Context: an optimization exercise on an open-source flow, tuned for small area and a short achievable clock period. The choices shown serve that exercise and are no tape-out recipe. At most, simulation tests tie the RTL to the original design; equivalence was not proved. No activity file was given, so power comes from the tool's default toggle rates.

## main
Design stream_minhash_sketcher, start of the top module:
module stream_minhash_sketcher #(
  parameter int unsigned SKETCH_SIZE         = 16,
  parameter int unsigned H1_WIDTH            = 32,
  parameter int unsigned H2_WIDTH            = 32,
  parameter int unsigned LOG2_NUM_OF_BUCKETS = 8,
  parameter int unsigned DEDUP               = 1,
  parameter int unsigned CNT_WIDTH           = 16
) (
  input  logic                                       clk,
  input  logic                                       reset_n,
  input  logic                                       in_valid,
  output logic                                       in_ready,
  input  logic [H1_WIDTH-1:0]                        in_h1,
  input  logic [H2_WIDTH-1:0]                        in_h2,
  input  logic                                       in_last,
  output logic                                       sketch_valid,
  input  logic                                       sketch_ready,
  output logic [SKETCH_SIZE*LOG2_NUM_OF_BUCKETS-1:0] sketch_bucket,
  output logic [SKETCH_SIZE*H1_WIDTH-1:0]            sketch_h1,
  output logic [$clog2(SKETCH_SIZE+1)-1:0]           sketch_count,
  output logic [CNT_WIDTH-1:0]                       kmer_count
);
Size in the first run: roughly 4800 cells after synthesis, about 670 flip-flops, ~39000 um2 of cells after synthesis.
Settings: LEC_CHECK=0, CAP_MARGIN=20, CORE_MARGIN=2, CORE_UTILIZATION=40, SLEW_MARGIN=20, SYNTH_HIERARCHICAL=1, SYNTH_MINIMUM_KEEP_SIZE=0; clock period 5.0 ns.
run.sh (not shown) runs the stock make flow with config.mk's settings and CLKGATE_MAP_FILE= SYNTH_SCRIPT=/design/flow/synth_recipe.tcl, a recipe that flattens the netlist after the stock synthesis.
Setup changes, main to the feature branch
==> flow/flow/run.sh (new file) <==
#!/bin/bash
# The standard layout, with the smallest buffer on every input and output port instead of the
# default delay buffer. Each tool's output goes to the ORFS logs under orfs/logs; make's own
# output goes to flow_make.log here.
set -euo pipefail
export BUFFER_PORTS_ARGS="-buffer_cell sky130_fd_sc_hd__buf_1"
bash standard.sh finish > flow_make.log 2>&1
==> flow/standard.sh (new file) <==
#!/bin/bash
# synth_recipe.tcl (not shown) runs the flow's synth.tcl, then flattens the netlist and writes it again
# the make line also repeats each setting of config.mk as NAME=value (left out here)
make -C /OpenROAD-flow-scripts/flow DESIGN_CONFIG=/design/flow/config.mk WORK_HOME=/design/flow/orfs CLKGATE_MAP_FILE= SYNTH_SCRIPT=/design/flow/synth_recipe.tcl "${@:-finish}"
removed: flow/run.sh
[summary]
In the tables for the feature branch and main, number of buffers and inverters on the critical path reads lower with the feature branch.
Summary of the feature branch over main: via count of the first global-routing pass saw a decrease; number of vias after detailed routing saw a decrease; smallest hold slack saw a decrease.
The class of the tightest hold or removal check comes out in -> async in one run and reg -> reg in the other, namely in the feature branch and main respectively.
On path length in cells of the critical path: the feature branch sits below main.
Per the comparison of the feature branch with main, final total power fell by about 7%; non-clock buffer count moved down.
Function was not checked in any run of this note: the RTL went through the layout flow alone.

---

Setup of the reference run:
stream_minhash_sketcher, a different RTL version from the one above (not shown whole).
Size: about 730 I/O pins, ~0.032 mm² of cells after synthesis.
==> flow/config.mk <==
export PLATFORM = sky130hd
export DESIGN_NAME = stream_minhash_sketcher
export DESIGN_NICKNAME = stream_minhash_sketcher
export VERILOG_FILES = /design/flow/design.v
export SDC_FILE = /design/flow/constraint.sdc
export NUM_CORES = 4
export LEC_CHECK = 0
export CAP_MARGIN = 20
export CORE_MARGIN = 2
export CORE_UTILIZATION = 40
export CTS_BUF_LIST = sky130_fd_sc_hd__clkbuf_4 sky130_fd_sc_hd__clkbuf_8
export CTS_CLUSTER_DIAMETER = 60
export CTS_CLUSTER_SIZE = 14
export SETUP_SLACK_MARGIN = 0.7
export SLEW_MARGIN = 20
export SYNTH_HIERARCHICAL = 1
export SYNTH_MINIMUM_KEEP_SIZE = 0
==> flow/constraint.sdc <==
create_clock -name core_clock -period 5.0 [get_ports {clk}]
set_input_delay 1.0000 -clock core_clock [delete_from_list [all_inputs] [get_ports {clk}]]
set_output_delay 1.0000 -clock core_clock [all_outputs]
set_load 0.01 [all_outputs]
standard.sh (not shown) runs the stock make flow with config.mk's settings and CLKGATE_MAP_FILE= SYNTH_SCRIPT=/design/flow/synth_recipe.tcl, a recipe that flattens the netlist after the stock synthesis.
==> flow/flow/run.sh <==
#!/bin/bash
# The standard layout (standard.sh), with two changes: the smallest buffer on every input and
# output port instead of the default delay buffer, and ABC told to expect a light load on each
# gate output so that it does not upsize cells before placement (the resizer sizes them later
# from the real loads). Each tool's output goes to the ORFS logs under orfs/logs; make's own
# output goes to flow_make.log here.
set -euo pipefail
export BUFFER_PORTS_ARGS="-buffer_cell sky130_fd_sc_hd__buf_1"
bash standard.sh ABC_LOAD_IN_FF=1 finish > flow_make.log 2>&1
[inputs] the trial run vs the reference run
Settings: SETUP_SLACK_MARGIN now 1.0, was 0.7.
--- outcome ---
Time the final worst path needs with I/O delays and setup ends up lower on the trial run.
Transition at the pin with the smallest max-transition slack for the trial run is lower than for the reference run.
Delta (the trial run minus the reference run): logic gate share of total power increased 0.7 points; port buffer count essentially unchanged; proportion of layout cells with a drive suffix above 1 increased 1.6 points; synthesized-area fraction occupied by adder cells essentially unchanged.

---

== rev 12 ==
stream_minhash_sketcher, a different RTL version from the one above (not shown whole).
For scale: about 4300 cells after synthesis, roughly 730 I/O pins, roughly 0.033 mm^2 of cells after synthesis.
export LEC_CHECK = 0
export CAP_MARGIN = 20
export CORE_MARGIN = 2
export CORE_UTILIZATION = 40
export CTS_BUF_LIST = sky130_fd_sc_hd__clkbuf_4 sky130_fd_sc_hd__clkbuf_8
export CTS_CLUSTER_DIAMETER = 60
export CTS_CLUSTER_SIZE = 14
export SETUP_SLACK_MARGIN = 1.0
export SLEW_MARGIN = 20
export SYNTH_HIERARCHICAL = 1
export SYNTH_MINIMUM_KEEP_SIZE = 0
create_clock -name core_clock -period 5.0 [get_ports {clk}]
Scripts as last shown in full above: flow/flow/run.sh
Rev 12 finished every step from synthesis to the final layout, and the layout passed the timing, DRC and antenna checks.
Here is what was changed in the inputs of rev 13 compared with rev 12.
- swapping 1.0 for 1.3 in SETUP_SLACK_MARGIN
--- outcome ---
Between rev 12 and rev 13, the wire length of the first global-routing pass does not differ in any meaningful way.
Between rev 12 and rev 13, the clock latency on the worst-skew pair does not differ in any meaningful way.
Per the comparison of rev 13 with rev 12, antenna violation net count after detailed routing now sits at about the same level; fraction of the cycle the final worst path needs now sits lower.

---

## AL
stream_minhash_sketcher with an RTL version that a note above also has.
For scale: about 4300 cells after synthesis, about 730 I/O pins.
==> flow/config.mk <==
export PLATFORM = sky130hd
export DESIGN_NAME = stream_minhash_sketcher
export DESIGN_NICKNAME = stream_minhash_sketcher
export VERILOG_FILES = /design/flow/design.v
export SDC_FILE = /design/flow/constraint.sdc
export NUM_CORES = 4
export LEC_CHECK = 0
export CAP_MARGIN = 20
export CORE_MARGIN = 2
export CORE_UTILIZATION = 60
export CTS_BUF_LIST = sky130_fd_sc_hd__clkbuf_4 sky130_fd_sc_hd__clkbuf_8
export CTS_CLUSTER_DIAMETER = 60
export CTS_CLUSTER_SIZE = 14
export PLACE_DENSITY = 0.72
export SETUP_SLACK_MARGIN = 1.0
export SLEW_MARGIN = 20
export SYNTH_HIERARCHICAL = 1
export SYNTH_MINIMUM_KEEP_SIZE = 0
==> flow/constraint.sdc <==
create_clock -name core_clock -period 5.0 [get_ports {clk}]
set_input_delay 1.0000 -clock core_clock [delete_from_list [all_inputs] [get_ports {clk}]]
set_output_delay 1.0000 -clock core_clock [all_outputs]
set_load 0.01 [all_outputs]
Scripts as last shown in full above: flow/flow/run.sh
AL finished every stage and its layout cleared the timing, DRC and antenna checks.
diff inputs: AL => JK
- swapping 1.0 for 1.3 in SETUP_SLACK_MARGIN
- swapping 60 for 40 in CORE_UTILIZATION
- clearing PLACE_DENSITY, which used to be 0.72
==> comparison <==
- What JK reported for internal power has to be multiplied by 0.921 to get the figure for AL.
- Sort AL and JK by sequential share of layout area desc -> top: AL
- On JK: global-route wire length before repair is 7.2% higher than what AL gave.
- JK vs. AL: via count -about 0.8%; number of levels in the clock H-tree +1.
- | via count of the first global-routing pass | lower: JK |
- Post-route worst hold slack: JK > AL
- Compared with AL, JK shows a floorplan die area that is about 50% higher.
- AL → JK: area of all placed cells without fillers increased by 6.3% relative to the old numbers, final setup slack of the worst path rose 0.13 ns.

==> separate check: timing with driven ports <==
The results above use ideal ports. As a check the final layouts listed here were re-extracted and re-timed, cells and wires unchanged. Step 1: set_driving_cell puts a clkbuf_16 on clk and a buf_2 on each other input, an assumption about the parent block. Step 2, shift: input delay + t, output delay - t, t = (earliest + latest rising clock arrival at the registers) / 2. This alone moves slack from input paths to output paths. Slacks: no drivers / after step 1 / after step 2; pairs: no drivers / after step 1.
run	shift t [ns]	slack for setup (ns)	latest minus earliest clock arrival (ns)	worst slew at a driven data input, ns	pins driven straight from the clock port
main	0.718	0.157 / 0.195 / -0.523	0.035 / 0.035	0.06	1
the feature branch	0.720	0.456 / 0.504 / -0.216	0.027 / 0.026	0.06	1
the reference run	0.746	0.800 / 0.844 / 0.098	0.050 / 0.050	0.08	1
the trial run	0.748	1.067 / 1.111 / 0.363	0.053 / 0.053	0.08	1
rev 12	0.761	1.124 / 1.162 / 0.401	0.052 / 0.052	0.04	1
rev 13	0.761	1.208 / 1.241 / 0.480	0.050 / 0.050	0.04	1
AL	0.790	0.910 / 0.952 / 0.162	0.048 / 0.048	0.16	1
JK	0.749	1.038 / 1.084 / 0.335	0.058 / 0.058	0.08	1
Met with ideal ports but missed after step 2: setup timing in main and the feature branch. The setup slack of AL, which loses most, moves by +0.042 ns with the drivers and by -0.748 ns with both steps.
